This is an optimization exercise on Yosys and OpenROAD, whose aim is small area, a short achievable clock period and few clock cycles per item, not a production implementation.
The RTL was checked by simulation tests, not by an equivalence proof against the original design.
Power is estimated from default activity; no workload was simulated.

## run 1
==> flow/design.v (excerpt) <==
module multitouch_slot_event_decoder_unit (
    input  logic               i_clk,
    input  logic               i_rst_n,
    input  logic               i_event_valid,
    output logic               o_event_ready,
    input  logic [4:0]         i_event_type,
    input  logic [9:0]         i_event_code,
    input  logic signed [31:0] i_event_value,
    input  logic [31:0]        i_time_seconds,
    input  logic [19:0]        i_time_microseconds,
    output logic               o_result_valid,
    input  logic               i_result_ready,
    output logic               o_result_processed,
    output logic               o_result_slot_index,
    output logic               o_result_slot_valid,
    output logic [15:0]        o_result_slot_x,
    output logic [15:0]        o_result_slot_y,
    output logic [7:0]         o_result_slot_pressure,
    output logic [1:0]         o_result_slot_kind,
    output logic [1:0]         o_result_touch_count,
    output logic [41:0]        o_result_report_time_ms,
    input  logic               i_cfg_valid,
    output logic               o_cfg_ready,
    input  logic [3:0]         i_cfg_index,
    input  logic [11:0]        i_cfg_data
);
Size: about 270 flip-flops, about 210 I/O pins, about 22000 sq um of cells after synthesis.
export LEC_CHECK = 0
export CAP_MARGIN = 20
export CORE_MARGIN = 2
export CORE_UTILIZATION = 60
export SETUP_SLACK_MARGIN = 5
export SLEW_MARGIN = 20
create_clock -name core_clock -period 9.0 [get_ports {i_clk}]
standard.sh (not shown) runs the stock make flow with config.mk's settings and CLKGATE_MAP_FILE= SYNTH_SCRIPT=/design/flow/synth_recipe.tcl, a recipe that flattens the netlist after the stock synthesis.
==> flow/flow/run.sh <==
#!/bin/bash
# the standard layout, with the port buffers made from the smallest plain buffer
# (the resizer still upsizes the ones on critical paths)
cp standard.sh standard_sh.log
export BUFFER_PORTS_ARGS="-buffer_cell sky130_fd_sc_hd__buf_1"
bash standard.sh > standard.log 2>&1
Testbench counts of run 1, summed over its fixed seeds: cycles 12,044, items 12,012.
[inputs] run 2 vs run 1
- CORE_UTILIZATION: 60 -> 40
==> flow/run.sh (new file) <==
#!/bin/bash
# synth_recipe.tcl (not shown) runs the flow's synth.tcl, then flattens the netlist and writes it again
# the make line also repeats each setting of config.mk as NAME=value (left out here)
make -C /OpenROAD-flow-scripts/flow DESIGN_CONFIG=/design/flow/config.mk WORK_HOME=/design/flow/orfs CLKGATE_MAP_FILE= SYNTH_SCRIPT=/design/flow/synth_recipe.tcl finish
removed: flow/flow/run.sh
removed: flow/standard.sh
--- outcome ---
Going from run 1 to run 2, final worst-path setup slack has decreased; area of the die rose by 19000 sq um; count of multi-input combinational gates essentially unchanged.
[compare] base=run 1 new=run 2: core utilization down 18 points, via count increased by 3.1% relative to the old numbers, count of buffers not belonging to the clock network in the layout +15%.
Number of antenna violations at the first check in global routing in run 2 vs run 1: up 1
Relative to run 2, the following input files were edited for run 3:
==> flow/flow/run.sh (new file) <==
#!/bin/bash
# the standard layout, with the port buffers made from the smallest plain buffer
# (the resizer still upsizes the ones on critical paths), and the resizer free to
# pick any size of a cell, not only sizes of the same footprint
cp standard.sh standard_sh.log
export BUFFER_PORTS_ARGS="-buffer_cell sky130_fd_sc_hd__buf_1"
bash standard.sh MATCH_CELL_FOOTPRINT=0 finish > standard.log 2>&1
==> flow/standard.sh (new file) <==
#!/bin/bash
# synth_recipe.tcl (not shown) runs the flow's synth.tcl, then flattens the netlist and writes it again
# the make line also repeats each setting of config.mk as NAME=value (left out here)
make -C /OpenROAD-flow-scripts/flow DESIGN_CONFIG=/design/flow/config.mk WORK_HOME=/design/flow/orfs CLKGATE_MAP_FILE= SYNTH_SCRIPT=/design/flow/synth_recipe.tcl "${@:-finish}"
removed: flow/run.sh
- Routed wire in run 3 totals less than in run 2.
- Compared with run 2, run 3 shows number of inserted filler cells in the final layout that has gone up by a few percent.
- The run with more setup slack is run 3; run 2 has less.
- Run 3 vs. run 2: parity-gate share of the synthesized area counting xor and xnor cells held, maximum clock frequency went up 7.2 MHz, post-synthesis cell count held.
- Run 3: no failed stages, no open violations at the end
- Iteration-0 DRC count of the detailed router improves in run 3 relative to run 2.
[inputs] run 4 vs run 3
==> flow/flow/run.sh <==
#!/bin/bash
# the standard layout, with the port buffers made from the smallest plain buffer
# (the resizer still upsizes the ones on critical paths)
cp standard.sh standard_sh.log
export BUFFER_PORTS_ARGS="-buffer_cell sky130_fd_sc_hd__buf_1"
bash standard.sh > standard.log 2>&1
Re count of placed standard cells in the final layout, fillers left out: no difference whatsoever between run 4 and run 3. Changes observed in run 4 relative to run 3: delay of the slowest critical-path stage did not really move, total detailed-routing wirelength saw little to no change, sequential cell fraction of total power level, synthesized instance count now sits at about the same level, clock power share saw little to no change. Comparing run 4 against run 3, there is no change at all in internal portion of total power. Setup TNS came out exactly the same in run 3 and run 4. Comparing run 3 against run 4, there is no change at all in utilization. Any difference in share of cells above drive strength 1 between run 4 and run 3 is small enough to ignore. Between run 4 and run 3, the area growth from synthesis to layout does not differ in any meaningful way.
Modified inputs, run 5 compared to run 4
- setting CTS_BUF_LIST to sky130_fd_sc_hd__clkbuf_8 for the first time
Results
Against run 4, run 5 comes in 0.24 points higher on global routing usage on met3.
From run 4 to run 5 the numbers moved as follows: routed wire length higher; final worst slack roughly the same; total DRC errors in the routed layout roughly the same; part of the total power dissipated in combinational logic higher.

* * *

job 8177:
Another version of the RTL of multitouch_slot_event_decoder_unit (not shown whole).
Size: about 210 I/O pins, about 22000 um^2 of cells after synthesis.
==> flow/config.mk <==
export PLATFORM = sky130hd
export DESIGN_NAME = multitouch_slot_event_decoder_unit
export DESIGN_NICKNAME = multitouch_slot_event_decoder_unit
export VERILOG_FILES = /design/flow/design.v
export SDC_FILE = /design/flow/constraint.sdc
export NUM_CORES = 4
export LEC_CHECK = 0
export CAP_MARGIN = 20
export CORE_MARGIN = 2
export CORE_UTILIZATION = 60
export CTS_BUF_LIST = sky130_fd_sc_hd__clkbuf_4
export SETUP_SLACK_MARGIN = 5
export SLEW_MARGIN = 20
==> flow/constraint.sdc <==
create_clock -name core_clock -period 9.0 [get_ports {i_clk}]
set_input_delay 1.8000 -clock core_clock [delete_from_list [all_inputs] [get_ports {i_clk}]]
set_output_delay 1.8000 -clock core_clock [all_outputs]
set_load 0.01 [all_outputs]
==> flow/flow/run.sh <==
#!/bin/bash
# the standard layout, with the port buffers made from the smallest plain buffer
# (the resizer still upsizes the ones on critical paths)
cp standard.sh standard_sh.log
export BUFFER_PORTS_ARGS="-buffer_cell sky130_fd_sc_hd__buf_1"
bash standard.sh > standard.log 2>&1
Job 8177: no failed stages, no open violations at the end
Testbench counts of job 8177, summed over its fixed seeds: cycles 12,044, items 12,012.
Modified inputs, job 3717 compared to job 8177
# job 8177
export LEC_CHECK = 0
export CAP_MARGIN = 20
export CORE_MARGIN = 2
export CORE_UTILIZATION = 60
export CTS_BUF_LIST = sky130_fd_sc_hd__clkbuf_4
export SETUP_SLACK_MARGIN = 5
export SLEW_MARGIN = 20
create_clock -name core_clock -period 9.0 [get_ports {i_clk}]
# job 3717
export LEC_CHECK = 0
export CAP_MARGIN = 20
export CORE_MARGIN = 2
export CORE_UTILIZATION = 40
export CTS_BUF_LIST = sky130_fd_sc_hd__clkbuf_8
export SETUP_SLACK_MARGIN = 5
export SLEW_MARGIN = 20
create_clock -name core_clock -period 9.0 [get_ports {i_clk}]
- Going from job 8177 to job 3717, die area grew by more than a quarter.
- Job 8177 → job 3717: non-clock buffer instance count of the final layout higher; area after synthesis flat; final critical path time including I/O delays and setup rose by 0.079 ns; global-route wire length before repair went up; wire length after detailed routing moved up.
- Combinational share of power | job 3717 below job 8177
- Worst-case hold slack (job 3717 over job 8177): decrease, 0.034 ns
Inputs modified between job 3717 and job 1547:
# job 3717
export LEC_CHECK = 0
export CAP_MARGIN = 20
export CORE_MARGIN = 2
export CORE_UTILIZATION = 40
export CTS_BUF_LIST = sky130_fd_sc_hd__clkbuf_8
export SETUP_SLACK_MARGIN = 5
export SLEW_MARGIN = 20
create_clock -name core_clock -period 9.0 [get_ports {i_clk}]
# job 1547
export LEC_CHECK = 0
export CAP_MARGIN = 20
export CORE_MARGIN = 2
export CORE_UTILIZATION = 60
export CTS_BUF_LIST = sky130_fd_sc_hd__clkbuf_8
export SETUP_SLACK_MARGIN = 5
export SLEW_MARGIN = 20
create_clock -name core_clock -period 9.0 [get_ports {i_clk}]
==> flow/flow/run.sh <==
#!/bin/bash
cp standard.sh standard_sh.log
export BUFFER_PORTS_ARGS="-buffer_cell sky130_fd_sc_hd__buf_1"
bash standard.sh SETUP_SLACK_MARGIN=5.3 finish > standard.log 2>&1
In the metrics for job 3717 and job 1547, the one carrying the lower transition time at the pin with the least slew margin is job 1547.
In job 1547 the standard cell core area turned out 34% lower than in job 3717.
Final standard cell area without fillers (higher): job 1547
Sort job 3717 and job 1547 by met3 track demand over resource asc -> top: job 3717
As far as number of sequential cells in the layout goes, job 1547 and job 3717 are indistinguishable; the numbers are identical.
Job 1547 vs. job 3717: headroom to the max-slew limit now larger; maximum fanout count along the critical path shows a reduction of 15; share of the core filled with cells +24 points; setup fix buffers added after clock tree synthesis now sits higher.
Net total in the final layout (job 1547 over job 3717): increase, 2.4%
The higher setup slack came out of job 1547.
The following lists how job 9966 was set up differently from job 1547:
# job 1547
export LEC_CHECK = 0
export CAP_MARGIN = 20
export CORE_MARGIN = 2
export CORE_UTILIZATION = 60
export CTS_BUF_LIST = sky130_fd_sc_hd__clkbuf_8
export SETUP_SLACK_MARGIN = 5
export SLEW_MARGIN = 20
create_clock -name core_clock -period 9.0 [get_ports {i_clk}]
# job 9966
export LEC_CHECK = 0
export CAP_MARGIN = 20
export CORE_MARGIN = 2
export CORE_UTILIZATION = 50
export CTS_BUF_LIST = sky130_fd_sc_hd__clkbuf_8
export SETUP_SLACK_MARGIN = 5
export SLEW_MARGIN = 20
create_clock -name core_clock -period 9.0 [get_ports {i_clk}]
==> flow/flow/run.sh <==
#!/bin/bash
# the standard layout, with the port buffers made from the smallest plain buffer
# (the resizer still upsizes the ones on critical paths)
cp standard.sh standard_sh.log
export BUFFER_PORTS_ARGS="-buffer_cell sky130_fd_sc_hd__buf_1"
bash standard.sh > standard.log 2>&1
- Job 9966 has routed metal-1 wirelength above what job 1547 had.
- Relative to job 1547, the detailed placer's ending HPWL of job 9966 is higher by about 2.7%.
- Looking only at fraction of power consumed by the clock network, and setting everything else aside, the lower value of job 9966 and job 1547 goes to job 1547.
- Job 1547 leaves more setup margin than job 9966.
- Job 9966 against job 1547: fmax saw little to no change; wire length of the first global-routing pass saw little to no change.
- Status: final period utilization parity (job 1547, job 9966)
- Summary of job 9966 over job 1547: die area went up; number of clock-tree buffers in the layout shrank by 1; area growth from synthesis to final layout -3.7 points.

[separate check: timing with driven ports]
How much do the figures lean on ideal ports? The routed layouts below were timed once more, with nothing changed but the port constraints. Step 1 sets driving cells, clkbuf_16 on the clock port and buf_2 on the other inputs (assumed; they add their load-dependent delay and slew). Step 2 moves the port delays by t, midway between the first and last clock arrival at a register: inputs arrive t later, outputs are due t later. That takes back most of the time a late clock gives input paths. Slacks: ideal ports / drivers / drivers and shift; pairs: ideal ports / drivers.
run | t (ns) | slack for setup (ns) | hold slack, ns | pins driven straight from the clock port
run 1 | 0.625 | 5.067 / 5.042 / 4.612 | 0.424 / 0.424 / 0.424 | 1
run 2 | 0.605 | 4.959 / 4.994 / 4.389 | 0.414 / 0.414 / 0.414 | 1
run 3 | 0.635 | 5.074 / 5.053 / 4.538 | 0.424 / 0.424 / 0.424 | 1
run 4 | 0.635 | 5.074 / 5.053 / 4.538 | 0.424 / 0.424 / 0.424 | 1
run 5 | 0.690 | 5.073 / 5.053 / 4.518 | 0.421 / 0.421 / 0.421 | 1
job 8177 | 0.834 | 5.074 / 5.049 / 4.397 | 0.448 / 0.448 / 0.448 | 1
job 3717 | 0.688 | 4.995 / 5.028 / 4.340 | 0.415 / 0.415 / 0.415 | 1
job 1547 | 0.676 | 5.072 / 5.041 / 4.705 | 0.447 / 0.447 / 0.447 | 1
job 9966 | 0.673 | 5.060 / 5.058 / 4.551 | 0.448 / 0.448 / 0.448 | 1
After both steps setup and hold are still met in every run listed. For job 8177, which loses most, drivers alone change the setup slack by -0.025 ns; drivers and shift together by -0.677 ns.
